This design comes from an exercise in tuning for small area, a short achievable clock period and few clock cycles per item on the open sky130 flow, not from production work. Function was checked by simulation only, so behaviour that the tests miss may differ from the original. Power and IR drop assume default switching activity.

==> flow/design.v <==
`default_nettype none
package fdf_pkg;
	localparam int SEEN_DEPTH_DEF = 64;
	localparam int SEQ_BITS_DEF   = 16;
	localparam int ID_W    = 6;
	localparam int MASK_W  = 64;
	localparam int SEQ_W   = 16;
	localparam int DATA_W  = 32;
	localparam int CFG_IDX_W  = 2;
	localparam int CFG_DATA_W = 64;
	localparam logic [CFG_IDX_W-1:0] CFG_NODE_ID       = 2'd0;
	localparam logic [CFG_IDX_W-1:0] CFG_NEIGHBOR_MASK = 2'd1;
	typedef enum logic [1:0] {
		VERDICT_FORWARD      = 2'd0,
		VERDICT_NOT_NEIGHBOR = 2'd1,
		VERDICT_DUPLICATE    = 2'd2
	} fdf_verdict_t;
	typedef struct packed {
		logic [ID_W-1:0]   sender_id;
		logic [SEQ_W-1:0]  seq_in;
		logic [DATA_W-1:0] payload_in;
	} fdf_in_t;
	typedef struct packed {
		logic [1:0]        verdict;
		logic [ID_W-1:0]   fwd_id;
		logic [SEQ_W-1:0]  fwd_seq;
		logic [DATA_W-1:0] fwd_data;
	} fdf_out_t;
	typedef struct packed {
		logic         record;
		logic         emit;
		fdf_verdict_t verdict;
	} fdf_cmd_t;
	typedef struct packed {
		logic valid;
		logic neighbor;
		logic hit;
	} fdf_status_t;
endpackage
`default_nettype wire
`default_nettype none
module fdf_ctrl (
	input  wire fdf_pkg::fdf_status_t  status,
	output logic                       busy,
	output fdf_pkg::fdf_cmd_t          cmd
);
	assign busy = 1'b0;
	always_comb begin
		cmd         = '0;
		cmd.emit    = status.valid;
		cmd.record  = status.valid & status.neighbor & ~status.hit;
		if (!status.neighbor) begin
			cmd.verdict = fdf_pkg::VERDICT_NOT_NEIGHBOR;
		end else if (status.hit) begin
			cmd.verdict = fdf_pkg::VERDICT_DUPLICATE;
		end else begin
			cmd.verdict = fdf_pkg::VERDICT_FORWARD;
		end
	end
endmodule
`default_nettype wire
`default_nettype none
module fdf_datapath #(
	parameter int SEEN_DEPTH = fdf_pkg::SEEN_DEPTH_DEF,
	parameter int SEQ_BITS   = fdf_pkg::SEQ_BITS_DEF
) (
	input  wire logic                              clk,
	input  wire logic                              arst_n,
	input  wire logic                              cfg_we,
	input  wire logic [fdf_pkg::CFG_IDX_W-1:0]     cfg_index,
	input  wire logic [fdf_pkg::CFG_DATA_W-1:0]    cfg_wdata,
	input  wire logic                              start,
	input  wire fdf_pkg::fdf_in_t                  item,
	input  wire fdf_pkg::fdf_cmd_t                 cmd,
	output fdf_pkg::fdf_status_t                   status,
	output logic                                   result_valid,
	output fdf_pkg::fdf_out_t                      result
);
	localparam int CW = $clog2(SEEN_DEPTH + 1);
	logic [fdf_pkg::ID_W-1:0]   node_id_q;
	logic [fdf_pkg::MASK_W-1:0] neighbor_q;
	logic                       v1_q;
	fdf_pkg::fdf_in_t           it1_q;
	logic [SEQ_BITS-1:0]        seq1;
	logic                       v2_q;
	logic                       nb2_q;
	logic                       hit2_q;
	logic [SEQ_BITS-1:0]        seq2_q;
	logic [fdf_pkg::DATA_W-1:0] data2_q;
	logic [SEQ_BITS-1:0]   seen_q [SEEN_DEPTH];
	logic [CW-1:0]         fill_q;
	logic [SEEN_DEPTH-1:0] match;
	logic                  hit_keep;
	logic                  hit_shift;
	logic                  same2;
	logic [SEQ_BITS-1:0]   own_next_q;
	logic fwd;
	assign seq1 = SEQ_BITS'(it1_q.seq_in);
	assign fwd  = cmd.record;
	always_comb begin
		for (int e = 0; e < SEEN_DEPTH; e++) begin
			match[e] = (seen_q[e] == seq1) && (fill_q > CW'(e));
		end
	end
	assign same2     = (seq2_q == seq1);
	assign hit_keep  = |match;
	assign hit_shift = (|match[SEEN_DEPTH-2:0]) | same2;
	assign status.valid    = v2_q;
	assign status.neighbor = nb2_q;
	assign status.hit      = hit2_q;
	always_ff @(posedge clk or negedge arst_n) begin
		if (!arst_n) begin
			node_id_q  <= '0;
			neighbor_q <= '0;
		end else if (cfg_we) begin
			unique case (cfg_index)
				fdf_pkg::CFG_NODE_ID:       node_id_q  <= cfg_wdata[fdf_pkg::ID_W-1:0];
				fdf_pkg::CFG_NEIGHBOR_MASK: neighbor_q <= cfg_wdata;
				default: ;
			endcase
		end
	end
	always_ff @(posedge clk or negedge arst_n) begin
		if (!arst_n) begin
			v1_q       <= 1'b0;
			v2_q       <= 1'b0;
			fill_q     <= '0;
			own_next_q <= SEQ_BITS'(1);
		end else begin
			v1_q <= start;
			v2_q <= v1_q;
			if (fwd) begin
				own_next_q <= own_next_q + SEQ_BITS'(1);
				if (fill_q != CW'(SEEN_DEPTH)) begin
					fill_q <= fill_q + CW'(1);
				end
			end
		end
	end
	always_ff @(posedge clk) begin
		it1_q   <= item;
		nb2_q   <= neighbor_q[it1_q.sender_id];
		hit2_q  <= fwd ? hit_shift : hit_keep;
		seq2_q  <= seq1;
		data2_q <= it1_q.payload_in;
	end
	always_ff @(posedge clk) begin
		if (fwd) begin
			seen_q[0] <= seq2_q;
			for (int e = 1; e < SEEN_DEPTH; e++) begin
				seen_q[e] <= seen_q[e-1];
			end
		end
	end
	assign result_valid     = v2_q;
	assign result.verdict   = cmd.verdict;
	assign result.fwd_id    = node_id_q;
	assign result.fwd_seq   = (cmd.verdict == fdf_pkg::VERDICT_FORWARD) ? own_next_q : '0;
	assign result.fwd_data  = (cmd.verdict == fdf_pkg::VERDICT_FORWARD) ? data2_q : '0;
endmodule
`default_nettype wire
`default_nettype none
module flood_duplicate_filter_core #(
	parameter int SEEN_DEPTH = fdf_pkg::SEEN_DEPTH_DEF,
	parameter int SEQ_BITS   = fdf_pkg::SEQ_BITS_DEF
) (
	input  wire logic                              clk,
	input  wire logic                              arst_n,
	input  wire logic                              cfg_we,
	input  wire logic [fdf_pkg::CFG_IDX_W-1:0]     cfg_index,
	input  wire logic [fdf_pkg::CFG_DATA_W-1:0]    cfg_wdata,
	input  wire logic                              start,
	input  wire logic [53:0]                       item,
	output logic                                   busy,
	output logic                                   result_valid,
	output logic [55:0]                            result
);
	fdf_pkg::fdf_in_t  item_s;
	fdf_pkg::fdf_out_t result_s;
	assign item_s = item;
	assign result = result_s;
	fdf_pkg::fdf_status_t status;
	fdf_pkg::fdf_cmd_t    cmd;
	fdf_ctrl u_ctrl (
		.status (status),
		.busy   (busy),
		.cmd    (cmd)
	);
	fdf_datapath #(
		.SEEN_DEPTH (SEEN_DEPTH),
		.SEQ_BITS   (SEQ_BITS)
	) u_datapath (
		.clk          (clk),
		.arst_n       (arst_n),
		.cfg_we       (cfg_we),
		.cfg_index    (cfg_index),
		.cfg_wdata    (cfg_wdata),
		.start        (start),
		.item         (item_s),
		.cmd          (cmd),
		.status       (status),
		.result_valid (result_valid),
		.result       (result_s)
	);
endmodule
`default_nettype wire
==> flow/run.sh <==
#!/bin/bash
# synth_recipe.tcl (not shown) runs the flow's synth.tcl, then flattens the netlist and writes it again
# the make line also repeats each setting of config.mk as NAME=value (left out here)
make -C /OpenROAD-flow-scripts/flow DESIGN_CONFIG=/design/flow/config.mk WORK_HOME=/design/flow/orfs CLKGATE_MAP_FILE= SYNTH_SCRIPT=/design/flow/synth_recipe.tcl finish
==> flow/config.mk <==
export PLATFORM = sky130hd
export DESIGN_NAME = flood_duplicate_filter_core
export DESIGN_NICKNAME = flood_duplicate_filter_core
export VERILOG_FILES = /design/flow/design.v
export SDC_FILE = /design/flow/constraint.sdc
export NUM_CORES = 4
export LEC_CHECK = 0
export CAP_MARGIN = 20
export CORE_MARGIN = 2
export CORE_UTILIZATION = 40
export PLACE_DENSITY = 0.6
export SLEW_MARGIN = 20
==> flow/constraint.sdc <==
create_clock -name core_clock -period 4.5 [get_ports {clk}]
set_input_delay 0.9000 -clock core_clock [delete_from_list [all_inputs] [get_ports {clk}]]
set_output_delay 0.9000 -clock core_clock [all_outputs]
set_load 0.01 [all_outputs]
==> run_results.csv, run 1 <==
group,metric,value,unit
timing,min_period_over_period,0.814,
logic_synthesis,ys_seq_elements,1223,
power_and_ir_drop,p_comb_frac,0.116,
global_route,first_global_vias,27048,
timing,period_needed,3660,ps
setup_path,critPathCaptureType,"flop",
floorplan,rows,130,
global_route,antenna_found_initial,3,
outcome,status,"no timing/DRC/antenna violations",
setup_path,required,5110,ps
finish,syn_to_final_growth,16.3,%
timing,worstMarginPinSlew,1120,ps
setup_path,worstRegToRegCells,8,
timing,slew_viol_final,0,
drt,drc,0,
setup_path,worst_path_max_delay_cell,"dfrtp_1",
logic_synthesis,synth.cell_area,50300,µm²
power_and_ir_drop,pwr-share-seq,0.521,
setup_path,cp_top_family,"compound AO/OA/AOI/OAI gates",
setup_path,worstSetupStartpointType,"flop",
floorplan,chipHeight,358,µm
setup_path,crit_top_cell,"nand3_1",
power_and_ir_drop,cellPowerDensity,493,nW/µm²
drt,drt-vias-per-instance,5.15,
clock_network,cts.path.max_buffers,3,
power_and_ir_drop,p_int,21.4,mW
clock_network,root_buffer,"clkbuf_16",
timing,hold_violations,0,
power_and_ir_drop,swShare,0.260,
global_route,grt_pass1_wl,180000,µm
logic_synthesis,syn_area_per_cell,16.1,µm²
logic_synthesis,synth_seq_area_share,0.700,
power_and_ir_drop,clock_power_share,0.363,
global_route,grt_max_degree,192,
setup_path,arrival,4270,ps
power_and_ir_drop,total_power,28.8,mW
clock_network,cts_sinks,1223,
logic_synthesis,ys.flop_type,"edfxtp_1",
clock_network,clock_latency,760,ps
clock_network,cts.htree.levels,4,
setup_path,cp.buffers_inverters,0,
logic_synthesis,syn-num-nets,3255,
clock_network,ctsHoldBuffers,0,
drt,dr_total_vias,26398,
floorplan,coreArea,125000,µm²
power_and_ir_drop,p_leak,18.9,nW
placement,place_inst,4888,
floorplan,ios,182,
finish,nFillCells,10662,
placement,gp_congestion,0.885,
timing,hold_ws,180,ps
finish,fin_nets,3500,
setup_path,reg2reg_slack,840,ps
timing,rsz0062_at_grt,"false",
clock_network,cts_setup_buffers,0,
drt,dr.pass1.iters,5,
global_route,overflow,0,
power_and_ir_drop,max-vdd-ir-drop,0.352,mV
setup_path,worst-path-stages,8,
finish,final_cells,5123,
timing,maxSlewHeadroom,0.252,
drt,detail-route-antenna-nets,0,
timing,fmax,0.273,GHz
clock_network,cts_resized,0,
logic_synthesis,synth-async-reset-ratio,0.0777,
setup_path,slowest_delay,720,ps
drt,drt-total-wl,124000,µm
logic_synthesis,synth_edf_count,1024,
logic_synthesis,netlist_instances,3126,
worst_hold_path,hold_path_class,"in -> async",
placement,portBuffers,180,
setup_path,r2r_end,"u_datapath.hit2_q$_DFF_P_",
setup_path,timing.rr.start,"u_datapath.fill_q[1]$_DFFE_PN0P_",
logic_synthesis,post_synth_num_cell_types,57,
timing,fin_worst_skew,26.8,ps
finish,drive_above_1_share,0.108,
timing,setup_violations,0,
clock_network,cts_tree,"built",
floorplan,start_util,0.402,
drt,drtIter0Drc,2450,
setup_path,path_cells,"ha_1 -> nand3_1 -> o311ai_0 -> nor3_1 -> a221oi_1 -> nand3_1 -> nor4_1 -> nand3_1",
floorplan,dieArea,129000,µm²
clock_network,cts_buffers,131,
logic_synthesis,yosys_warnings,3,
global_route,grt.total_usage,0.193,
power_and_ir_drop,power.switching,7.50,mW
clock_network,path_clk_slew,60,ps
drt,wire_per_inst,24.3,µm
flow_run,cap_violations,0,
setup_path,path_max_fanout,17,
placement,place_hpwl,83200,µm
timing,setup_tns,0,ps
floorplan,dieWidth,358,µm
setup_path,critPathKind,"reg -> reg",
[registers in the layout, indices dropped and copies added (netlist names)]
signal,flops
u_datapath.data2_q,32
u_datapath.fill_q,7
u_datapath.hit2_q,1
u_datapath.it1_q,54
u_datapath.nb2_q,1
u_datapath.neighbor_q,64
u_datapath.node_id_q,6
u_datapath.own_next_q,16
u_datapath.seen_q,1024
u_datapath.seq2_q,16
u_datapath.v1_q,1
u_datapath.v2_q,1
[worst max path at each step]
stage,start,end,slack [ps]
2_1_floorplan,u_datapath.v2_q$_DFF_PN0_,u_datapath.seen_q[0][0]$_DFFE_PP_,-11890
3_3_place_gp,u_datapath.it1_q[38]$_DFF_P_,u_datapath.hit2_q$_DFF_P_,970
3_5_place_dp,u_datapath.fill_q[1]$_DFFE_PN0P_,u_datapath.hit2_q$_DFF_P_,1070
4_1_cts,u_datapath.nb2_q$_DFF_P_,result[40],1040
5_1_grt,u_datapath.fill_q[1]$_DFFE_PN0P_,u_datapath.hit2_q$_DFF_P_,630
6_report,u_datapath.fill_q[1]$_DFFE_PN0P_,u_datapath.hit2_q$_DFF_P_,840
[area by class of cell]
cell class                      instances  area [µm²]  share of cell area
Multi-Input combinational cell       1748       14200               0.243
Tap cell                             1650        2060              0.0353
Antenna cell                            3        7.51            0.000128
Inverter                                6        26.3            0.000449
Clock buffer                          185        3730              0.0638
Timing Repair Buffer                  261        2750              0.0470
Clock inverter                         47         405             0.00693
Sequential cell                      1223       35300               0.603
[logic make-up after synthesis]
family,count (synthesis),synth area share
other,1,0.0000746
XOR/XNOR,1061,0.185
buffers and inverters,155,0.0172
flip-flops,1223,0.700
multiplexers,92,0.0257
AND/OR/NAND/NOR,478,0.0561
AO/OA/AOI/OAI,111,0.0144
adder cells (fa/ha/maj),5,0.00124
[per-layer routing]
metal,wire (µm),vias to the layer above,global-route usage,part of all wire
met3,7530,164,0.0467,0.061
met4,2800,0,0.0594,0.022
met1,53600,13615,0.257,0.43
met2,60500,651,0.313,0.49
met5,0,-,0,0
li1,-,11968,-,-
[synthesized netlist by cell type, drive strengths merged, types with 3 or more instances]
cell type  count  area [µm²]
a2111oi       10        87.6
a211oi         4        30.0
a21oi         29         145
a221oi         4        35.0
a311oi         4        35.0
a31oi          5        31.3
and2          53         332
and3           6        37.5
buf          123         743
clkbuf        26        98.8
dfrtp         94        2350
dfxtp        104        2080
edfxtp      1024       30700
ha             5        62.6
inv            5        18.8
mux2          71         800
mux4          21         492
nand2         28         105
nand2b         3        18.8
nand3         35         175
nand4        101         632
nor2          24        90.1
nor2b          5        31.3
nor3          12        60.1
nor4         202        1260
o2111ai        5        43.8
o211ai         3        22.5
o21ai         22         110
o21bai         4        30.0
o22ai         10        62.6
xnor2        283        2480
xor2         778        6810
[layout by cell type, fill, tap and decap left out, types with 22 or more instances in the layout]
cell             instances
nand3_1                 35
edfxtp_1              1024
a21oi_1                 29
nand4_1                101
nand2_1                 27
buf_12                  27
o21ai_0                 22
clkdlybuf4s50_1        179
dfxtp_1                 88
mux2_2                  71
nor2_1                  24
dfrtp_1                 94
nor4_1                 201
buf_4                   54
xnor2_1                283
and2_1                  52
clkbuf_1                36
clkbuf_16              138
xor2_1                 778
[metrics by stage]
step,instance area [µm²],util,worst slack [ps]
global placement,54300,0.434,970
global route,58500,0.467,630
finish,58500,0.467,837
CTS,58500,0.467,1040
floorplan,50300,-,-11890
detailed placement,54300,0.434,1070
[power groups by stage]
stage | Sequential (mW) | Combinational (mW) | Clock, mW
2_1_floorplan | 15.3 | 2.18 | 0
3_3_place_gp | 15.2 | 3.37 | 0
3_5_place_dp | 15.2 | 3.36 | 0
4_1_cts | 15.0 | 3.38 | 10.7
5_1_grt | 15.2 | 3.64 | 11.1
6_report | 15.0 | 3.34 | 10.5
Testbench counts, summed over its fixed seeds: cycles 12,016, packets 12,000.
==> run 2, diff against run 1 <==
--- a/flow/config.mk
+++ b/flow/config.mk
@@ -7,6 +7,7 @@
 export LEC_CHECK = 0
 export CAP_MARGIN = 20
 export CORE_MARGIN = 2
-export CORE_UTILIZATION = 40
-export PLACE_DENSITY = 0.6
+export CORE_UTILIZATION = 55
+export PLACE_DENSITY = 0.65
+export SETUP_SLACK_MARGIN = 1.5
 export SLEW_MARGIN = 20
==> run 2 against run 1 <==
- synthesized cell count is the same
- setup slack gained 690 ps
- via count grew 3.6%
- synthesized area is the same
- first-iteration DRC count grew 17%
- total power grew 2.4%
- largest power group unchanged
- clock power grew 5%
- cell area grew 0.70%
- sequential cell count is the same
- critical endpoint unchanged
- still clean on timing, DRC and antenna
- global-route usage grew 7.2 points
==> run_results.csv, run 2 <==
group,metric,value,unit
outcome,status,"no timing/DRC/antenna violations",
setup_path,arrival,3570,ps
floorplan,chipHeight,306,µm
clock_network,ctsHoldBuffers,0,
timing,fmax,0.337,GHz
timing,maxSlewHeadroom,0.342,
logic_synthesis,syn-num-nets,3255,
drt,drc,0,
drt,drtIter0Drc,2869,
logic_synthesis,ys_seq_elements,1223,
clock_network,cts_tree,"built",
setup_path,critPathCaptureType,"flop",
global_route,grt_pass1_wl,181000,µm
floorplan,start_util,0.557,
flow_run,cap_violations,0,
clock_network,root_buffer,"clkbuf_16",
drt,drt-vias-per-instance,5.78,
finish,reg_top3,"u_datapath.seen_q: 1024 flops, u_datapath.neighbor_q: 64 flops, u_datapath.it1_q: 54 flops",
finish,fin_nets,3580,
timing,min_period_over_period,0.660,
clock_network,path_clk_slew,60,ps
global_route,overflow,0,
setup_path,r2r_end,"u_datapath.hit2_q$_DFF_P_",
floorplan,ios,182,
logic_synthesis,synthTopCellsByCount,"1,024 x edfxtp_1, 778 x xor2_1, 283 x xnor2_1, 202 x nor4_1, 104 x dfxtp_1",
clock_network,cts_sinks,1223,
logic_synthesis,synth-async-reset-ratio,0.0777,
floorplan,dieArea,93800,µm²
setup_path,cp_top_family,"buffers and inverters",
clock_network,clock_latency,730,ps
finish,largest_reg_flops,1024,
drt,wire_per_inst,26.7,µm
timing,worstMarginPinSlew,980,ps
power_and_ir_drop,cellPowerDensity,502,nW/µm²
finish,final_common_cell,"edfxtp_1",
timing,hold_violations,0,
timing,setup_violations,0,
finish,final_cells,4729,
logic_synthesis,synthTopCellsByArea,"edfxtp_1 61%, xor2_1 14%, xnor2_1 4.9%",
setup_path,cp-startpoint,"u_datapath.hit2_q$_DFF_P_",
floorplan,dieWidth,306,µm
logic_synthesis,yosysTopAreaCell,"edfxtp_1",
global_route,grt.total_usage,0.265,
floorplan,coreArea,90300,µm²
logic_synthesis,netlist_instances,3126,
power_and_ir_drop,p_leak,19.7,nW
power_and_ir_drop,max-vdd-ir-drop,0.466,mV
clock_network,cts_buffers,132,
timing,setup_ws,1530,ps
timing,fin_worst_skew,25.3,ps
timing,slew_viol_final,0,
timing,hold_ws,318,ps
logic_synthesis,synth_top_cell_area_share,0.612,
logic_synthesis,synth_edf_count,1024,
timing,rsz0062_at_grt,"false",
placement,place_hpwl,83400,µm
drt,dr.pass1.iters,5,
finish,regMostFlops,"u_datapath.seen_q",
logic_synthesis,post_synth_num_cell_types,57,
setup_path,slowest_delay,620,ps
global_route,antenna_found_initial,7,
drt,dr_total_vias,27353,
placement,place_inst,4433,
setup_path,reg2reg_slack,1530,ps
global_route,grt_max_degree,160,
worst_hold_path,hold_path_class,"in -> async",
clock_network,cts.htree.levels,4,
placement,gp_congestion,0.922,
finish,drive_above_1_share,0.135,
drt,detail-route-antenna-nets,0,
setup_path,path_cells,"nor2b_4 -> buf_12 -> buf_4 -> nand2_2 -> clkinvlp_4 -> a311oi_1 -> nand4_1 -> nor4_1 -> nand3_1",
logic_synthesis,syn_area_per_cell,16.1,µm²
logic_synthesis,yosys_warnings,3,
placement,dp_slack,710,ps
setup_path,cp.buffers_inverters,3,
setup_path,required,5100,ps
timing,period_needed,2970,ps
clock_network,cts.path.max_buffers,3,
setup_path,path_max_fanout,16,
setup_path,worst_path_max_delay_cell,"clkinvlp_4",
floorplan,rows,110,
finish,final_cell_mix,"1,024 x edfxtp_1, 778 x xor2_1, 283 x xnor2_1",
timing,setup_tns,0,ps
setup_path,timing.rr.start,"u_datapath.hit2_q$_DFF_P_",
placement,portBuffers,180,
logic_synthesis,synth_most_common_cell,"edfxtp_1",
logic_synthesis,synth.cell_area,50300,µm²
setup_path,worstSetupStartpointType,"flop",
global_route,first_global_vias,27933,
finish,syn_to_final_growth,17.1,%
logic_synthesis,ys.flop_type,"edfxtp_1",
logic_synthesis,synth_seq_area_share,0.700,
setup_path,worstRegToRegCells,9,
drt,drt-total-wl,126000,µm
setup_path,critPathKind,"reg -> reg",
run 2: layout make-up:
type / count / area (µm²)
multi-input combinational: 1751 / 14300
tap: 1176 / 1470
inverter: 6 / 26.3
clock inverter: 64 / 778
timing repair buffer: 337 / 3410
fill: 6397 / 31400
antenna: 1 / 2.50
clock buffer: 171 / 3590
sequential: 1223 / 35300
run 2: cells by family (layout without fill, tap and decap cells):
logic type	count (synthesis)	count (layout)	share of synthesized area
AOI/OAI and AO/OA	111	111	0.0144
xor gates and xnor gates	1061	1061	0.185
adders and majority gates	5	5	0.00124
buffers and inverters	155	578	0.0172
DFF	1223	1223	0.700
muxes	92	92	0.0257
other	1	2	0.0000746
and+or+nand+nor	478	481	0.0561
run 2: through the flow:
step                instance area (µm²)  utilization  power [mW]
CTS                               58300        0.646        29.6
finish                            58900        0.652        29.5
floorplan                         50300            -        17.4
detailed placement                53800        0.596        18.6
global placement                  53800        0.596        18.5
global route                      58900        0.652        30.5
run 2: how the worst max path moves through the flow:
stage                                              to  slack, ps  cells after the start
floorplan           u_datapath.seen_q[0][0]$_DFFE_PP_     -11890                      2
global placement            u_datapath.hit2_q$_DFF_P_        630                      8
detailed placement          u_datapath.hit2_q$_DFF_P_        710                      8
CTS                         u_datapath.hit2_q$_DFF_P_       1410                     10
global route                u_datapath.hit2_q$_DFF_P_       1500                      9
finish                      u_datapath.hit2_q$_DFF_P_       1530                      9
run 2: worst register-to-register path: stages, from the launching register on:
cell and delay (ps):
dfxtp_4 440, nor2b_4 80, buf_12 140, buf_4 140, nand2_2 260, clkinvlp_4 620, a311oi_1 620, nand4_1 180
nor4_1 250, nand3_1 110
run 2: power breakdown:
group	switching, mW	leakage (nW)	internal [mW]	total, mW
sequential	0.990	10.8	14.0	15.0
clock	4.37	2.13	6.65	11.0
combinational	2.13	6.75	1.41	3.55
run 2: layer usage:
| metal | wire length, µm | GRT usage | vias up |
|---|---|---|---|
| li1 | - | - | 12113 |
| met1 | 53800 | 0.364 | 14041 |
| met2 | 59500 | 0.420 | 989 |
| met3 | 9470 | 0.0610 | 206 |
| met4 | 3710 | 0.0855 | 4 |
| met5 | 28 | 0 | - |
run 2: what timing repair did:
action,in CTS,in global routing
endpoints found under the setup margin,840,1
gates resized for setup,63,14
cloned,3,0
pin swaps,0,0
setup buffers,10,47
==> run 3, diff against run 2 <==
--- a/flow/design.v
+++ b/flow/design.v
@@ -94,6 +94,10 @@
 	logic                  hit_shift;
 	logic                  same2;
 	logic [SEQ_BITS-1:0]   own_next_q;
+	logic                  res_valid_q;
+	fdf_pkg::fdf_verdict_t res_verdict_q;
+	logic [SEQ_BITS-1:0]   res_seq_q;
+	logic [fdf_pkg::DATA_W-1:0] res_data_q;
 	logic fwd;
 	assign seq1 = SEQ_BITS'(it1_q.seq_in);
 	assign fwd  = cmd.record;
@@ -124,11 +128,13 @@
 		if (!arst_n) begin
 			v1_q       <= 1'b0;
 			v2_q       <= 1'b0;
+			res_valid_q <= 1'b0;
 			fill_q     <= '0;
 			own_next_q <= SEQ_BITS'(1);
 		end else begin
 			v1_q <= start;
 			v2_q <= v1_q;
+			res_valid_q <= v2_q;
 			if (fwd) begin
 				own_next_q <= own_next_q + SEQ_BITS'(1);
 				if (fill_q != CW'(SEEN_DEPTH)) begin
@@ -152,11 +158,16 @@
 			end
 		end
 	end
-	assign result_valid     = v2_q;
-	assign result.verdict   = cmd.verdict;
+	always_ff @(posedge clk) begin
+		res_verdict_q <= cmd.verdict;
+		res_seq_q     <= (cmd.verdict == fdf_pkg::VERDICT_FORWARD) ? own_next_q : '0;
+		res_data_q    <= (cmd.verdict == fdf_pkg::VERDICT_FORWARD) ? data2_q : '0;
+	end
+	assign result_valid     = res_valid_q;
+	assign result.verdict   = res_verdict_q;
 	assign result.fwd_id    = node_id_q;
-	assign result.fwd_seq   = (cmd.verdict == fdf_pkg::VERDICT_FORWARD) ? own_next_q : '0;
-	assign result.fwd_data  = (cmd.verdict == fdf_pkg::VERDICT_FORWARD) ? data2_q : '0;
+	assign result.fwd_seq   = res_seq_q;
+	assign result.fwd_data  = res_data_q;
 endmodule
 `default_nettype wire
 `default_nettype none
==> run 3 against run 2 <==
- non-clock buffer count shrank 70
- synthesized area grew 2.1%
- worst hold slack lost 24 ps
- clock-buffer cell count grew 12
- via count grew 1.4%
- setup slack lost 50 ps
- wire length grew 2.1%
- combinational power grew 5%
- sequential share of layout area grew 1.5 points
- highest routed layer is now met4
==> run_results.csv, run 3 <==
group,metric,value,unit
timing,hold_ws,294,ps
drt,dr_total_vias,27727,
power_and_ir_drop,p_leak,19.0,nW
placement,place_hpwl,88000,µm
clock_network,cts_tree,"built",
global_route,grt_max_degree,157,
timing,maxSlewHeadroom,0.189,
finish,design_area,59100,µm²
logic_synthesis,ys.flop_type,"edfxtp_1",
floorplan,start_util,0.552,
clock_network,ctsHoldBuffers,0,
flow_run,cap_violations,0,
clock_network,cts_setup_buffers,0,
timing,setup_violations,0,
setup_path,critPathCaptureType,"flop",
clock_network,path_clk_slew,60,ps
logic_synthesis,synth-async-reset-ratio,0.0754,
power_and_ir_drop,cellPowerDensity,499,nW/µm²
power_and_ir_drop,total_power,29.5,mW
clock_network,cts.htree.levels,4,
timing,slew_viol_final,0,
global_route,grt.total_usage,0.270,
global_route,first_global_vias,28011,
timing,rsz0062_at_grt,"true",
floorplan,rows,112,
setup_path,path_max_fanout,36,
floorplan,dieArea,95800,µm²
logic_synthesis,syn-num-nets,3325,
timing,setup_tns,0,ps
clock_network,root_buffer,"clkbuf_16",
timing,min_period_over_period,0.671,
placement,gp_congestion,0.995,
logic_synthesis,synth_top_cell_area_share,0.599,
finish,final_common_cell,"edfxtp_1",
setup_path,r2r_end,"u_datapath.hit2_q$_DFF_P_",
placement,portBuffers,180,
floorplan,coreArea,92900,µm²
drt,dr.pass1.iters,6,
drt,drtIter0Drc,2729,
placement,placed_area,54900,µm²
timing,fin_worst_skew,19.2,ps
logic_synthesis,ys_seq_elements,1274,
power_and_ir_drop,max-vdd-ir-drop,0.329,mV
setup_path,reg2reg_slack,1480,ps
logic_synthesis,synth_most_common_cell,"edfxtp_1",
logic_synthesis,synth_edf_count,1024,
setup_path,required,5160,ps
clock_network,cts_buffers,132,
finish,drive_above_1_share,0.111,
finish,register_area,36300,µm²
global_route,antenna_found_initial,0,
drt,drc,0,
finish,syn_to_final_growth,15.1,%
logic_synthesis,synth_seq_area_share,0.706,
drt,wire_per_inst,26.9,µm
logic_synthesis,synthTopCellsByArea,"edfxtp_1 60%, xor2_1 11%, xnor2_1 7.3%",
setup_path,timing.rr.start,"u_datapath.it1_q[33]$_DFF_P_",
clock_network,clock_latency,730,ps
finish,final_cell_mix,"1,024 x edfxtp_1, 636 x xor2_1, 425 x xnor2_1",
logic_synthesis,post_synth_num_cell_types,56,
finish,multi_input_area,14400,µm²
global_route,overflow,0,
setup_path,worstSetupStartpointType,"flop",
timing,fmax,0.331,GHz
clock_network,cts_sinks,1274,
logic_synthesis,syn_area_per_cell,16.1,µm²
floorplan,dieWidth,309,µm
finish,reg_top3,"u_datapath.seen_q: 1024 flops, u_datapath.neighbor_q: 64 flops, u_datapath.it1_q: 54 flops",
outcome,status,"no timing/DRC/antenna violations",
drt,drt-total-wl,129000,µm
finish,nFillCells,6662,
drt,drt-vias-per-instance,5.77,
finish,post-route-util,0.636,
global_route,grt_pass1_wl,187000,µm
timing,period_needed,3020,ps
finish,regMostFlops,"u_datapath.seen_q",
worst_hold_path,hold_path_class,"in -> async",
clock_network,cts.path.max_buffers,3,
logic_synthesis,yosys_warnings,3,
logic_synthesis,netlist_instances,3197,
setup_path,worstRegToRegCells,8,
timing,hold_violations,0,
finish,fin_nets,3578,
setup_path,critPathKind,"reg -> reg",
timing,worstMarginPinSlew,1190,ps
floorplan,ios,182,
setup_path,arrival,3680,ps
logic_synthesis,synthTopCellsByCount,"1,024 x edfxtp_1, 636 x xor2_1, 425 x xnor2_1, 179 x nor4_1, 154 x dfxtp_1",
logic_synthesis,yosysTopAreaCell,"edfxtp_1",
drt,detail-route-antenna-nets,0,
logic_synthesis,synth.cell_area,51300,µm²
finish,largest_reg_flops,1024,
floorplan,chipHeight,309,µm
run 3: changes by cell type after synthesis, sizes merged, moves of 10 or more:
cell and delta:
nor4 -23, nand4 +24, xnor2 +142, dfxtp +50
nand2 +10, nor3 +19, xor2 -142
run 3: how the worst max path moves through the flow:
stage / startpoint / to / slack (ps) / depth (start not counted)
floorplan: u_datapath.nb2_q$_DFF_P_ / u_datapath.seen_q[0][0]$_DFFE_PP_ / -11870 / 3
global placement: u_datapath.fill_q[6]$_DFFE_PN0P_ / u_datapath.hit2_q$_DFF_P_ / 1040 / 9
detailed placement: u_datapath.fill_q[1]$_DFFE_PN0P_ / u_datapath.hit2_q$_DFF_P_ / 1030 / 9
CTS: u_datapath.fill_q[6]$_DFFE_PN0P_ / u_datapath.hit2_q$_DFF_P_ / 1460 / 9
global route: u_datapath.it1_q[36]$_DFF_P_ / u_datapath.hit2_q$_DFF_P_ / 1460 / 10
finish: u_datapath.it1_q[33]$_DFF_P_ / u_datapath.hit2_q$_DFF_P_ / 1480 / 8
run 3: where the power goes:
group / internal (mW) / switching, mW
clock: 5.91 / 4.34
sequential: 14.5 / 0.980
combinational: 1.47 / 2.26
total: 21.9 / 7.57
run 3: through the flow:
step	worst slack [ps]	instances
2_1_floorplan	-11870	3197
3_3_place_gp	1040	4566
3_5_place_dp	1030	4566
4_1_cts	1460	4799
5_1_grt	1460	4801
6_report	1480	4804
run 3: worst max-delay path: stages (launching register included):
cell,delay [ps]
dfxtp_4,530
buf_12,370
xnor2_1,250
nand4_1,140
a2111oi_0,1030
a21oi_1,200
nand4_1,240
nor4_2,80
nand4_1,80
run 3: layout make-up:
class | instances | area share
flip-flops and latches | 1274 | 0.614
inverters | 5 | 0.000381
multi-input cells | 1769 | 0.243
well taps | 1254 | 0.0266
repair inverters | 1 | 0.0000847
repair buffers | 267 | 0.0472
clock inverters | 48 | 0.00506
clock buffers | 183 | 0.0629
diodes | 3 | 0.000127
run 3: timing repair:
| action | CTS | global route |
|---|---|---|
| gates cloned | 2 | 1 |
| pin swaps | 0 | 0 |
| setup endpoints to repair | 898 | 406 |
| gates resized for setup | 11 | 19 |
| endpoints found under the hold margin | 0 | 0 |
run 3: routing by layer:
layer / wire length, µm / track usage
met1: 52900 / 0.369
met2: 60700 / 0.424
met3: 11100 / 0.0688
met4: 4340 / 0.0938
met5: 0 / 0
run 3: cell families after synthesis:
logic type               synth area share
flip-flops                          0.706
XOR/XNOR                            0.181
AND/OR/NAND/NOR                    0.0582
buffers and inverters              0.0162
AO/OA/AOI/OAI                      0.0126
multiplexers                       0.0248
adder cells (fa/ha/maj)          0.000975
other                           0.0000731
Testbench counts of run 3, summed over its fixed seeds: cycles 12,024, packets 12,000.
==> run 4, diff against run 3 <==
--- a/flow/design.v
+++ b/flow/design.v
@@ -84,15 +84,21 @@
 	logic [SEQ_BITS-1:0]        seq1;
 	logic                       v2_q;
 	logic                       nb2_q;
-	logic                       hit2_q;
+	logic [SEEN_DEPTH-1:0]      match2_q;
 	logic [SEQ_BITS-1:0]        seq2_q;
 	logic [fdf_pkg::DATA_W-1:0] data2_q;
+	logic                       v3_q;
+	logic                       nb3_q;
+	logic                       hit3_q;
+	logic [SEQ_BITS-1:0]        seq3_q;
+	logic [fdf_pkg::DATA_W-1:0] data3_q;
 	logic [SEQ_BITS-1:0]   seen_q [SEEN_DEPTH];
 	logic [CW-1:0]         fill_q;
-	logic [SEEN_DEPTH-1:0] match;
+	logic [SEEN_DEPTH-1:0] match1;
+	logic                  same13;
+	logic                  same23;
 	logic                  hit_keep;
 	logic                  hit_shift;
-	logic                  same2;
 	logic [SEQ_BITS-1:0]   own_next_q;
 	logic                  res_valid_q;
 	fdf_pkg::fdf_verdict_t res_verdict_q;
@@ -103,15 +109,16 @@
 	assign fwd  = cmd.record;
 	always_comb begin
 		for (int e = 0; e < SEEN_DEPTH; e++) begin
-			match[e] = (seen_q[e] == seq1) && (fill_q > CW'(e));
-		end
-	end
-	assign same2     = (seq2_q == seq1);
-	assign hit_keep  = |match;
-	assign hit_shift = (|match[SEEN_DEPTH-2:0]) | same2;
-	assign status.valid    = v2_q;
-	assign status.neighbor = nb2_q;
-	assign status.hit      = hit2_q;
+			match1[e] = (seen_q[e] == seq1) && (fill_q > CW'(e));
+		end
+	end
+	assign same13 = (seq3_q == seq1);
+	assign same23    = (seq3_q == seq2_q);
+	assign hit_keep  = |match2_q;
+	assign hit_shift = (|match2_q[SEEN_DEPTH-2:0]) | same23;
+	assign status.valid    = v3_q;
+	assign status.neighbor = nb3_q;
+	assign status.hit      = hit3_q;
 	always_ff @(posedge clk or negedge arst_n) begin
 		if (!arst_n) begin
 			node_id_q  <= '0;
@@ -128,13 +135,15 @@
 		if (!arst_n) begin
 			v1_q       <= 1'b0;
 			v2_q       <= 1'b0;
+			v3_q       <= 1'b0;
 			res_valid_q <= 1'b0;
 			fill_q     <= '0;
 			own_next_q <= SEQ_BITS'(1);
 		end else begin
 			v1_q <= start;
 			v2_q <= v1_q;
-			res_valid_q <= v2_q;
+			v3_q <= v2_q;
+			res_valid_q <= v3_q;
 			if (fwd) begin
 				own_next_q <= own_next_q + SEQ_BITS'(1);
 				if (fill_q != CW'(SEEN_DEPTH)) begin
@@ -145,14 +154,18 @@
 	end
 	always_ff @(posedge clk) begin
 		it1_q   <= item;
-		nb2_q   <= neighbor_q[it1_q.sender_id];
-		hit2_q  <= fwd ? hit_shift : hit_keep;
-		seq2_q  <= seq1;
-		data2_q <= it1_q.payload_in;
+		nb2_q    <= neighbor_q[it1_q.sender_id];
+		match2_q <= fwd ? {match1[SEEN_DEPTH-2:0], same13} : match1;
+		seq2_q   <= seq1;
+		data2_q  <= it1_q.payload_in;
+		nb3_q    <= nb2_q;
+		hit3_q   <= fwd ? hit_shift : hit_keep;
+		seq3_q   <= seq2_q;
+		data3_q  <= data2_q;
 	end
 	always_ff @(posedge clk) begin
 		if (fwd) begin
-			seen_q[0] <= seq2_q;
+			seen_q[0] <= seq3_q;
 			for (int e = 1; e < SEEN_DEPTH; e++) begin
 				seen_q[e] <= seen_q[e-1];
 			end
@@ -161,7 +174,7 @@
 	always_ff @(posedge clk) begin
 		res_verdict_q <= cmd.verdict;
 		res_seq_q     <= (cmd.verdict == fdf_pkg::VERDICT_FORWARD) ? own_next_q : '0;
-		res_data_q    <= (cmd.verdict == fdf_pkg::VERDICT_FORWARD) ? data2_q : '0;
+		res_data_q    <= (cmd.verdict == fdf_pkg::VERDICT_FORWARD) ? data3_q : '0;
 	end
 	assign result_valid     = res_valid_q;
 	assign result.verdict   = res_verdict_q;
--- a/flow/config.mk
+++ b/flow/config.mk
@@ -9,5 +9,5 @@
 export CORE_MARGIN = 2
 export CORE_UTILIZATION = 55
 export PLACE_DENSITY = 0.65
-export SETUP_SLACK_MARGIN = 1.5
+export SETUP_SLACK_MARGIN = 2.5
 export SLEW_MARGIN = 20
==> run 4 against run 3 <==
- critical path depth grew 1
- largest cell class unchanged
- utilization grew 5.8 points
- sequential cell count grew 114
- die area grew 6.1%
- non-clock buffer count grew 294
- largest power group unchanged
- clock skew grew 16 ps
- worst hold slack lost 78 ps
- combinational power grew about 20%
- final cell count grew 12%
- synthesized area grew 6.2%
==> run_results.csv, run 4 <==
group,metric,value,unit
outcome,status,"no timing/DRC/antenna violations",
flow_run,cap_violations,0,
placement,portBuffers,180,
floorplan,coreArea,98300,µm²
clock_network,cts.htree.levels,4,
drt,dr.pass1.iters,6,
setup_path,reg2reg_slack,2290,ps
logic_synthesis,ys_seq_elements,1388,
logic_synthesis,synth_top_cell_area_share,0.564,
drt,drtIter0Drc,4117,
finish,syn_to_final_growth,25.2,%
logic_synthesis,synth-async-reset-ratio,0.0699,
finish,fin_nets,4123,
logic_synthesis,synth_most_common_cell,"edfxtp_1",
setup_path,path_cells,"buf_12 -> buf_12 -> buf_16 -> buf_12 -> xor2_1 -> nor4_1 -> nand4_1 -> a21oi_2 -> mux2_4",
logic_synthesis,syn-num-nets,3573,
logic_synthesis,post_synth_num_cell_types,61,
logic_synthesis,netlist_instances,3444,
finish,largest_reg_flops,1024,
clock_network,cts_buffers,144,
logic_synthesis,synthTopCellsByCount,"1,024 x edfxtp_1, 691 x xnor2_1, 386 x xor2_1, 267 x dfxtp_1, 192 x nand4_1",
timing,fmax,0.453,GHz
logic_synthesis,yosysTopAreaCell,"edfxtp_1",
clock_network,cts.path.max_buffers,3,
floorplan,rows,115,
power_and_ir_drop,max-vdd-ir-drop,0.376,mV
clock_network,clock_latency,750,ps
placement,place_hpwl,86300,µm
timing,worstMarginPinSlew,907,ps
finish,regMostFlops,"u_datapath.seen_q",
setup_path,required,5190,ps
placement,gp_congestion,0.876,
global_route,antenna_found_initial,1,
finish,register_area,38600,µm²
floorplan,dieArea,102000,µm²
logic_synthesis,ys.flop_type,"edfxtp_1",
finish,diodes,0,
timing,slew_viol_final,0,
finish,final_cell_mix,"1,024 x edfxtp_1, 674 x xnor2_1, 376 x xor2_1",
finish,reg_top3,"u_datapath.seen_q: 1024 flops, u_datapath.match2_q: 64 flops, u_datapath.neighbor_q: 64 flops",
logic_synthesis,synth_edf_count,1024,
worst_hold_path,hold_path_class,"in -> async",
drt,drt-total-wl,157000,µm
floorplan,start_util,0.555,
global_route,grt_pass1_wl,216000,µm
global_route,first_global_vias,31531,
setup_path,arrival,2900,ps
drt,drc,0,
finish,drive_above_1_share,0.237,
clock_network,cts_tree,"built",
logic_synthesis,synthTopCellsByArea,"edfxtp_1 56%, xnor2_1 11%, dfxtp_1 9.8%",
global_route,overflow,0,
finish,final_common_cell,"edfxtp_1",
logic_synthesis,yosys_warnings,3,
setup_path,critPathKind,"reg -> reg",
setup_path,crit_top_cell,"buf_12",
drt,dr_total_vias,32196,
setup_path,worstSetupStartpointType,"flop",
global_route,grt.total_usage,0.293,
timing,hold_violations,0,
setup_path,slowest_delay,390,ps
clock_network,root_buffer,"clkbuf_16",
setup_path,worstRegToRegCells,9,
floorplan,ios,182,
logic_synthesis,synth_seq_area_share,0.707,
timing,maxSlewHeadroom,0.394,
logic_synthesis,syn_area_per_cell,15.8,µm²
timing,rsz0062_at_grt,"true",
timing,setup_tns,0,ps
finish,nFillCells,6393,
floorplan,chipHeight,319,µm
finish,multi_input_area,16400,µm²
clock_network,cts_sinks,1388,
setup_path,worst_path_max_delay_cell,"nand4_1",
setup_path,path_max_fanout,5,
global_route,grt_max_degree,109,
clock_network,path_clk_slew,60,ps
power_and_ir_drop,total_power,32.5,mW
drt,detail-route-antenna-nets,0,
drt,wire_per_inst,29.1,µm
floorplan,dieWidth,319,µm
drt,drt-vias-per-instance,5.96,
power_and_ir_drop,p_leak,22.9,nW
timing,min_period_over_period,0.491,
setup_path,critPathCaptureType,"flop",
timing,period_needed,2210,ps
timing,setup_violations,0,
timing,fin_worst_skew,34.8,ps
power_and_ir_drop,cellPowerDensity,476,nW/µm²
logic_synthesis,synth.cell_area,54500,µm²
==> run 4: changes by cell type in the layout (fill, tap and decap cells not counted), sizes merged, moves of 45 or more <==
cell / previous run / this run
nand4: 125 / 192
clkdlybuf4s50: 179 / 122
xnor2: 425 / 691
nor4: 179 / 134
dfxtp: 154 / 267
xor2: 636 / 386
buf: 88 / 416
==> run 4: critical path, delay by kind of cell, from the launching register on <==
family	cells	cell delay, ps
mux	1	170
flops	1	360
xor+xnor	1	150
buf+inv	4	530
compound gates	1	250
simple gates	2	710
==> run 4: layer usage <==
layer	vias to the layer above	wire length [µm]	track usage
li1	13675	-	-
met1	16483	62700	0.404
met2	1723	75100	0.476
met3	315	13600	0.0506
met4	0	5860	0.0963
met5	-	0	0
==> run 4: timing repair <==
action	4_1_cts	5_1_grt
setup endpoints to repair	1156	528
resized for setup	457	206
setup buffers	140	130
pin swaps	45	110
cloned	20	17
hold buffers	0	0
==> run 4: area by class of cell <==
type                       count  share of cell area
clock buffer                 203              0.0602
clock inverter                64              0.0101
inverter                       6            0.000825
multi-input combinational   1891               0.241
sequential                  1388               0.566
tap                         1287              0.0236
timing repair buffer         561              0.0982
timing repair inverter         2            0.000257
==> run 4: path summary, 6_finish.rpt <==
check                                               startpoint                               endpoint
max in group asynchronous                               arst_n   u_datapath.own_next_q[0]$_DFFE_PN1P_
worst max-delay path              u_datapath.it1_q[35]$_DFF_P_        u_datapath.match2_q[11]$_DFF_P_
worst max register to register    u_datapath.it1_q[35]$_DFF_P_        u_datapath.match2_q[11]$_DFF_P_
worst min-delay path                                    arst_n  u_datapath.neighbor_q[23]$_DFFE_PN0P_
min in group core_clock         u_datapath.data2_q[11]$_DFF_P_         u_datapath.data3_q[11]$_DFF_P_
worst min register to register  u_datapath.data2_q[11]$_DFF_P_         u_datapath.data3_q[11]$_DFF_P_
==> run 4: kinds of logic (layout without fill, tap and decap cells) <==
| logic type | count (synthesis) | after routing | synth area share |
|---|---|---|---|
| buf+inv | 167 | 836 | 0.0162 |
| fa+ha+maj | 5 | 5 | 0.00115 |
| xor+xnor | 1077 | 1077 | 0.173 |
| simple gates | 561 | 563 | 0.0603 |
| flops | 1388 | 1388 | 0.707 |
| compound gates | 124 | 124 | 0.0147 |
| mux | 121 | 121 | 0.0276 |
| other cells | 1 | 1 | 0.0000688 |
==> run 4: power breakdown <==
group          leakage, nW  total [mW]  internal (mW)  switching (mW)
clock network         2.35        12.0           6.99            5.03
logic                 8.44        4.49           1.92            2.57
registers             12.2        16.0           15.1           0.852
==> run 4: stage by stage <==
step | worst slack, ps | cells | hold WS, ps | utilization | instance area (µm²)
floorplan | 819 | 3444 | 310 | - | 54500
global placement | 1350 | 4828 | 310 | 0.591 | 58000
detailed placement | 1370 | 4828 | 312 | 0.591 | 58000
CTS | 2280 | 5255 | 322 | 0.668 | 65600
global route | 2220 | 5402 | 258 | 0.694 | 68200
finish | 2290 | 5402 | 216 | 0.694 | 68200
Testbench counts of run 4, summed over its fixed seeds: cycles 12,032, packets 12,000.
==> run 5, diff against run 4 <==
--- a/flow/design.v
+++ b/flow/design.v
@@ -79,6 +79,7 @@
 	localparam int CW = $clog2(SEEN_DEPTH + 1);
 	logic [fdf_pkg::ID_W-1:0]   node_id_q;
 	logic [fdf_pkg::MASK_W-1:0] neighbor_q;
+	logic                       neighbor_set_q;
 	logic                       v1_q;
 	fdf_pkg::fdf_in_t           it1_q;
 	logic [SEQ_BITS-1:0]        seq1;
@@ -121,14 +122,19 @@
 	assign status.hit      = hit3_q;
 	always_ff @(posedge clk or negedge arst_n) begin
 		if (!arst_n) begin
-			node_id_q  <= '0;
-			neighbor_q <= '0;
+			node_id_q      <= '0;
+			neighbor_set_q <= 1'b0;
 		end else if (cfg_we) begin
 			unique case (cfg_index)
-				fdf_pkg::CFG_NODE_ID:       node_id_q  <= cfg_wdata[fdf_pkg::ID_W-1:0];
-				fdf_pkg::CFG_NEIGHBOR_MASK: neighbor_q <= cfg_wdata;
+				fdf_pkg::CFG_NODE_ID:       node_id_q      <= cfg_wdata[fdf_pkg::ID_W-1:0];
+				fdf_pkg::CFG_NEIGHBOR_MASK: neighbor_set_q <= 1'b1;
 				default: ;
 			endcase
+		end
+	end
+	always_ff @(posedge clk) begin
+		if (cfg_we && cfg_index == fdf_pkg::CFG_NEIGHBOR_MASK) begin
+			neighbor_q <= cfg_wdata;
 		end
 	end
 	always_ff @(posedge clk or negedge arst_n) begin
@@ -154,7 +160,7 @@
 	end
 	always_ff @(posedge clk) begin
 		it1_q   <= item;
-		nb2_q    <= neighbor_q[it1_q.sender_id];
+		nb2_q    <= neighbor_set_q & neighbor_q[it1_q.sender_id];
 		match2_q <= fwd ? {match1[SEEN_DEPTH-2:0], same13} : match1;
 		seq2_q   <= seq1;
 		data2_q  <= it1_q.payload_in;
--- a/flow/config.mk
+++ b/flow/config.mk
@@ -11,3 +11,4 @@
 export PLACE_DENSITY = 0.65
 export SETUP_SLACK_MARGIN = 2.5
 export SLEW_MARGIN = 20
+export TNS_END_PERCENT = 0
==> run 5 against run 4 <==
- sequential share of layout area increased by 4.1 points
- setup slack gained 25 ps
- clock skew decreased by 9.2 ps
- die area shrank 0.62%
- first-iteration DRC count is 20% lower
- register-to-register slack gained 30 ps
- clock power hardly changed
- critical path depth is 4 lower
- fmax is 1.2% higher
- global-route usage shrank 2.4 points
- total power fell by 7.1%
- non-clock buffer count decreased by 219
- largest cell class unchanged
==> run_results.csv, run 5 <==
group,metric,value,unit
drt,wire_per_inst,27.1,µm
floorplan,chipHeight,318,µm
drt,drt-vias-per-instance,5.82,
global_route,antenna_found_initial,5,
global_route,overflow,0,
placement,portBuffers,180,
timing,period_needed,2180,ps
finish,syn_to_final_growth,18.4,%
logic_synthesis,synth-xor-area-share,0.174,
setup_path,timing.rr.start,"u_datapath.fill_q[6]$_DFFE_PN0P_",
worst_hold_path,hold_path_class,"in -> async",
power_and_ir_drop,p_leak,20.4,nW
floorplan,dieWidth,318,µm
timing,min_period_over_period,0.485,
timing,fin_worst_skew,25.6,ps
power_and_ir_drop,max-vdd-ir-drop,0.415,mV
clock_network,path_clk_slew,60,ps
timing,hold_ws,292,ps
logic_synthesis,synth_top_cell_area_share,0.603,
setup_path,path_max_fanout,26,
finish,diodes,0,
logic_synthesis,muxShareOfSynthArea,0.0159,
logic_synthesis,synth_edf_count,1088,
global_route,grt_max_degree,138,
clock_network,root_buffer,"clkbuf_16",
logic_synthesis,synth_most_common_cell,"edfxtp_1",
global_route,first_global_vias,30371,
flow_run,cap_violations,0,
drt,drc,0,
clock_network,cts_buffers,143,
placement,gp_congestion,0.844,
clock_network,cts_tree,"built",
timing,worstMarginPinSlew,912,ps
power_and_ir_drop,cellPowerDensity,471,nW/µm²
timing,rsz0062_at_grt,"true",
clock_network,clock_latency,760,ps
logic_synthesis,yosysTopAreaCell,"edfxtp_1",
finish,final_common_cell,"edfxtp_1",
setup_path,worstSetupStartpointType,"flop",
drt,dr.pass1.iters,6,
finish,nFillCells,6863,
timing,setup_violations,0,
setup_path,critPathKind,"reg -> reg",
drt,drtIter0Drc,3300,
logic_synthesis,synth-compound-area-share,0.0154,
logic_synthesis,syn_area_per_cell,16.0,µm²
logic_synthesis,ys_seq_elements,1389,
floorplan,dieArea,101000,µm²
logic_synthesis,yosys_warnings,3,
logic_synthesis,ys.flop_type,"edfxtp_1",
logic_synthesis,synth-simple-area-share,0.0599,
finish,register_area,39000,µm²
finish,fin_nets,3845,
finish,drive_above_1_share,0.151,
timing,hold_violations,0,
setup_path,cp_top_family,"simple AND/OR/NAND/NOR gates",
setup_path,cp-startpoint,"u_datapath.fill_q[6]$_DFFE_PN0P_",
setup_path,path_cells,"or2_4 -> nor2_4 -> o21ai_0 -> and3_1 -> mux2_2",
finish,reg_top3,"u_datapath.seen_q: 1024 flops, u_datapath.match2_q: 64 flops, u_datapath.neighbor_q: 64 flops",
floorplan,start_util,0.553,
global_route,grt.total_usage,0.269,
setup_path,required,5140,ps
timing,maxSlewHeadroom,0.392,
floorplan,ios,182,
finish,final_cell_mix,"1,088 x edfxtp_1, 673 x xnor2_1, 404 x xor2_1",
logic_synthesis,synth_seq_area_share,0.718,
timing,setup_tns,0,ps
logic_synthesis,synthTopCellsByCount,"1,088 x edfxtp_1, 673 x xnor2_1, 404 x xor2_1, 267 x dfxtp_1, 189 x nand4_1",
clock_network,cts.htree.levels,4,
outcome,status,"no timing/DRC/antenna violations",
clock_network,cts.path.max_buffers,3,
setup_path,arrival,2820,ps
setup_path,critPathCaptureType,"flop",
logic_synthesis,syn-num-nets,3508,
timing,slew_viol_final,0,
global_route,grt_pass1_wl,200000,µm
setup_path,cp.buffers_inverters,0,
logic_synthesis,synthTopCellsByArea,"edfxtp_1 60%, xnor2_1 11%, dfxtp_1 9.9%",
floorplan,rows,115,
drt,detail-route-antenna-nets,0,
floorplan,coreArea,98000,µm²
logic_synthesis,synth_top_family_by_area,"XOR/XNOR gates",
finish,largest_reg_flops,1024,
drt,dr_total_vias,29783,
finish,multi_input_area,15100,µm²
finish,regMostFlops,"u_datapath.seen_q",
logic_synthesis,synth-async-reset-ratio,0.0245,
setup_path,slowest_delay,610,ps
logic_synthesis,synth.cell_area,54200,µm²
placement,place_hpwl,80500,µm
logic_synthesis,netlist_instances,3379,
logic_synthesis,synthAdderAreaFrac,0.00116,
setup_path,worst_path_max_delay_cell,"dfrtp_4",
clock_network,cts_sinks,1389,
logic_synthesis,post_synth_num_cell_types,65,
clock_network,ctsHoldBuffers,0,
timing,fmax,0.458,GHz
drt,drt-total-wl,139000,µm
run 5: cell count changes in the layout (fill, tap and decap cells not counted), moves of 18 or more:
cell      delta
dfxtp_2     -20
buf_16      -28
buf_4      -125
dfrtp_1     -64
nor4_1      +31
buf_2       +20
buf_6       -49
dfxtp_1     +21
mux2_2      -56
buf_12      -18
edfxtp_1    +64
xor2_1      +28
run 5: kinds of logic after synthesis:
group,Yosys count
flip-flops,1389
buffers and inverters,165
multiplexers,62
AND/OR/NAND/NOR,554
other,1
XOR/XNOR,1077
AO/OA/AOI/OAI,126
adder cells (fa/ha/maj),5
run 5: per-stage QoR:
stage	instances	instance area, µm²	worst slack (ps)	power (mW)	utilization
6_report	5120	64100	2320	30.2	0.654
5_1_grt	5120	64100	2280	31.1	0.654
4_1_cts	5096	63500	2290	30.2	0.648
3_5_place_dp	4746	57600	1150	18.3	0.588
3_3_place_gp	4746	57600	1280	18.2	0.588
2_1_floorplan	3379	54200	813	17.3	-
run 5: layout make-up:
cell class / count / share of cell area
tap: 1287 / 0.0251
timing repair buffer: 342 / 0.0581
clock inverter: 62 / 0.00993
timing repair inverter: 4 / 0.000859
multi-input combinational: 1829 / 0.235
clock buffer: 200 / 0.0625
inverter: 7 / 0.000820
sequential: 1389 / 0.608
run 5: timing repair:
item / in CTS / in global routing
endpoints found under the setup margin: 1197 / 902
pin swaps: 3 / 16
resized for setup: 301 / 60
setup buffers: 80 / 18
cloned: 8 / 6
run 5: power breakdown:
| part | internal [mW] | total, mW | switching [mW] | leakage, nW |
|---|---|---|---|---|
| sequential | 14.8 | 15.4 | 0.636 | 11.9 |
| combinational | 1.20 | 3.08 | 1.88 | 6.26 |
| clock | 6.77 | 11.7 | 4.91 | 2.27 |
run 5: worst paths after layout:
kind,cells past startpoint,end,slack (ps)
setup reg to reg,5,u_datapath.match2_q[13]$_DFF_P_,2320
hold reg to reg,0,u_datapath.data2_q[28]$_DFF_P_,320
max in group asynchronous,1,u_datapath.fill_q[4]$_DFFE_PN0P_,3550
hold / removal,1,u_datapath.fill_q[6]$_DFFE_PN0P_,290
setup / recovery,5,u_datapath.match2_q[13]$_DFF_P_,2320
min in group core_clock,0,u_datapath.data2_q[28]$_DFF_P_,320
run 5: layer usage:
layer	track usage	wire [µm]	up-vias
li1	-	-	13039
met1	0.372	58200	15419
met2	0.437	67400	1124
met3	0.0485	9580	197
met4	0.0797	3390	4
met5	0	22	-
Testbench counts of run 5, summed over its fixed seeds: cycles 12,032, packets 12,000.
==> run 6, diff against run 5 <==
--- a/flow/config.mk
+++ b/flow/config.mk
@@ -11,4 +11,4 @@
 export PLACE_DENSITY = 0.65
 export SETUP_SLACK_MARGIN = 2.5
 export SLEW_MARGIN = 20
-export TNS_END_PERCENT = 0
+export TNS_END_PERCENT = 20
==> run 6 against run 5 <==
- still clean on timing, DRC and antenna
- wire length up 7.2%
- final cell count up 3.4%
- global-route usage up 0.75 points
- sequential power about the same
- utilization up 2.8 points
- critical endpoint is now result[50]
- largest cell class unchanged
==> run_results.csv, run 6 <==
group,metric,value,unit
power_and_ir_drop,total_power,30.7,mW
power_and_ir_drop,power.switching,7.69,mW
drt,drt-total-wl,149000,µm
global_route,first_global_vias,30718,
clock_network,path_clk_slew,60,ps
setup_path,critPathKind,"reg -> out",
placement,placed_area,57600,µm²
logic_synthesis,yosys_warnings,3,
setup_path,cp_top_family,"flip-flops",
clock_network,cts.htree.levels,4,
finish,largest_reg_flops,1024,
drt,dr.pass1.iters,5,
drt,dr_total_vias,31043,
timing,setup_tns,0,ps
power_and_ir_drop,p_leak,21.8,nW
timing,slew_viol_final,0,
logic_synthesis,synth-async-reset-ratio,0.0245,
placement,gp_congestion,0.844,
setup_path,required,3600,ps
drt,wire_per_inst,28.1,µm
global_route,grt_max_degree,138,
setup_path,worstSetupStartpointType,"flop",
finish,reg_top3,"u_datapath.seen_q: 1024 flops, u_datapath.match2_q: 64 flops, u_datapath.neighbor_q: 64 flops",
clock_network,cts.path.max_buffers,3,
global_route,antenna_found_initial,2,
global_route,grt_pass1_wl,205000,µm
outcome,status,"no timing/DRC/antenna violations",
power_and_ir_drop,p_comb_frac,0.115,
logic_synthesis,post_synth_num_cell_types,65,
finish,multi_input_area,15900,µm²
flow_run,cap_violations,0,
finish,regMostFlops,"u_datapath.seen_q",
logic_synthesis,synth_top_cell_area_share,0.603,
drt,drt-vias-per-instance,5.86,
finish,final_cell_mix,"1,088 x edfxtp_1, 662 x xnor2_1, 392 x xor2_1",
finish,fin_nets,4017,
setup_path,path_max_fanout,2,
logic_synthesis,syn_area_per_cell,16.0,µm²
logic_synthesis,synth_seq_area_share,0.718,
setup_path,arrival,1260,ps
global_route,grt.total_usage,0.276,
timing,fmax,0.463,GHz
clock_network,ctsHoldBuffers,0,
placement,place_hpwl,80500,µm
setup_path,cp.buffers_inverters,1,
setup_path,critPathCaptureType,"output port",
logic_synthesis,synthTopCellsByCount,"1,088 x edfxtp_1, 673 x xnor2_1, 404 x xor2_1, 267 x dfxtp_1, 189 x nand4_1",
power_and_ir_drop,max-vdd-ir-drop,0.419,mV
timing,min_period_over_period,0.480,
clock_network,clock_latency,770,ps
floorplan,dieArea,101000,µm²
finish,drive_above_1_share,0.209,
timing,period_needed,2160,ps
power_and_ir_drop,cellPowerDensity,459,nW/µm²
logic_synthesis,yosysTopAreaCell,"edfxtp_1",
logic_synthesis,synth_edf_count,1088,
logic_synthesis,synth_most_common_cell,"edfxtp_1",
clock_network,cts_sinks,1389,
drt,drtIter0Drc,3775,
timing,maxSlewHeadroom,0.375,
clock_network,cts_tree,"built",
timing,hold_violations,0,
logic_synthesis,ys.flop_type,"edfxtp_1",
timing,fin_worst_skew,33.4,ps
worst_hold_path,hold_path_class,"in -> async",
floorplan,ios,182,
logic_synthesis,syn-num-nets,3508,
floorplan,dieWidth,318,µm
power_and_ir_drop,pwr-share-seq,0.503,
floorplan,start_util,0.553,
drt,detail-route-antenna-nets,0,
logic_synthesis,netlist_instances,3379,
power_and_ir_drop,clock_power_share,0.382,
finish,design_area,66900,µm²
finish,final_common_cell,"edfxtp_1",
global_route,overflow,0,
clock_network,root_buffer,"clkbuf_16",
finish,syn_to_final_growth,23.5,%
floorplan,rows,115,
drt,drc,0,
timing,setup_violations,0,
setup_path,path_cells,"buf_2",
setup_path,worst_path_max_delay_cell,"dfrtp_1",
power_and_ir_drop,swShare,0.251,
setup_path,slowest_delay,380,ps
logic_synthesis,synth.cell_area,54200,µm²
finish,register_area,39000,µm²
placement,portBuffers,180,
power_and_ir_drop,p_int,23.0,mW
logic_synthesis,synthTopCellsByArea,"edfxtp_1 60%, xnor2_1 11%, dfxtp_1 9.9%",
clock_network,cts_buffers,143,
timing,worstMarginPinSlew,937,ps
floorplan,chipHeight,318,µm
floorplan,coreArea,98000,µm²
logic_synthesis,ys_seq_elements,1389,
timing,rsz0062_at_grt,"true",
finish,nFillCells,6506,
-- run 6: cell counts after synthesis --
Identical to the previous run, type by type.
-- run 6: what timing repair did --
item | 4_1_cts | 5_1_grt
pin swaps | 20 | 111
cloned | 17 | 14
endpoints found under the setup margin | 1197 | 347
buffers inserted | 113 | 140
gates resized for setup | 343 | 221
-- run 6: final timing paths --
| check | from | to | slack [ps] | cells after the start |
|---|---|---|---|---|
| min in group core_clock | u_datapath.it1_q[28]$_DFF_P_ | u_datapath.data2_q[28]$_DFF_P_ | 320 | 0 |
| min reg2reg | u_datapath.it1_q[28]$_DFF_P_ | u_datapath.data2_q[28]$_DFF_P_ | 320 | 0 |
| min | arst_n | u_datapath.fill_q[6]$_DFFE_PN0P_ | 300 | 1 |
| max | u_datapath.node_id_q[2]$_DFFE_PN0P_ | result[50] | 2340 | 1 |
| max reg2reg | u_datapath.it1_q[35]$_DFF_P_ | u_datapath.match2_q[52]$_DFF_P_ | 2350 | 8 |
| max in group asynchronous | arst_n | u_datapath.fill_q[4]$_DFFE_PN0P_ | 3530 | 1 |
-- run 6: power groups by stage --
stage	Combinational [mW]	Clock, mW	Sequential, mW
2_1_floorplan	1.84	0	15.4
5_1_grt	3.69	12.4	15.5
3_3_place_gp	2.47	0	15.8
6_report	3.53	11.7	15.4
4_1_cts	3.02	11.8	15.4
3_5_place_dp	2.51	0	15.8
-- run 6: layer usage --
metal / track usage / share of wire / vias to the layer above
li1: - / - / 13370
met1: 0.384 / 0.41 / 16014
met2: 0.447 / 0.48 / 1402
met5: 0 / 0.00034 / -
met4: 0.0865 / 0.030 / 4
met3: 0.0466 / 0.079 / 253
-- run 6: final cells by class --
class | instances | share of cell area
Multi-Input combinational cell | 1830 | 0.237
Timing Repair inverter | 4 | 0.000973
Clock buffer | 200 | 0.0599
Inverter | 7 | 0.000842
Tap cell | 1287 | 0.0241
Sequential cell | 1389 | 0.583
Antenna cell | 1 | 0.0000374
Clock inverter | 62 | 0.00952
Timing Repair Buffer | 513 | 0.0852
-- run 6: per-stage QoR --
stage / utilization / hold WS [ps] / setup slack [ps] / std cells
2_1_floorplan: - / 310 / 813 / 3379
3_3_place_gp: 0.588 / 310 / 1280 / 4746
3_5_place_dp: 0.588 / 312 / 1150 / 4746
4_1_cts: 0.657 / 274 / 2290 / 5138
5_1_grt: 0.683 / 324 / 2210 / 5292
6_report: 0.683 / 298 / 2340 / 5293
-- run 6: kinds of logic (layout without fill, tap and decap cells) --
family / Yosys count / in the layout / synth area share
and+or+nand+nor: 554 / 559 / 0.0599
xor gates and xnor gates: 1077 / 1077 / 0.174
muxes: 62 / 62 / 0.0159
other: 1 / 2 / 0.0000692
DFF: 1389 / 1389 / 0.718
AOI/OAI and AO/OA: 126 / 126 / 0.0154
buffers and inverters: 165 / 786 / 0.0157
adders and majority gates: 5 / 5 / 0.00116

-- what the ideal ports hide --
In the flow no input, the clock included, has a driving cell. The finished layouts below were timed again as built, in two steps.
Step 1 sets driving cells, clkbuf_16 on the clock port and buf_2 on the other inputs (assumed; they add their load-dependent delay and slew).
Step 2, shift: input delay + t, output delay - t, t = (earliest + latest rising clock arrival at the registers) / 2. This alone moves slack from input paths to output paths.
Three values: ideal, step 1, step 2; two values: the first two.
run | shift t [ns] | setup WS [ns] | hold slack, ns
run 1 | 0.819 | 0.837 / 0.837 / 0.837 | 0.180 / 0.156 / 0.321
run 2 | 0.788 | 1.531 / 1.531 / 1.531 | 0.318 / 0.275 / 0.325
run 3 | 0.785 | 1.481 / 1.481 / 1.481 | 0.294 / 0.247 / 0.320
run 4 | 0.812 | 2.293 / 2.257 / 1.814 | 0.216 / 0.182 / 0.321
run 5 | 0.823 | 2.318 / 2.263 / 1.771 | 0.292 / 0.246 / 0.324
run 6 | 0.817 | 2.338 / 2.270 / 1.783 | 0.298 / 0.263 / 0.324
After both steps setup and hold are still met in every run listed. The setup slack of run 6, which loses most, moves by -0.068 ns with the drivers and by -0.555 ns with both steps.
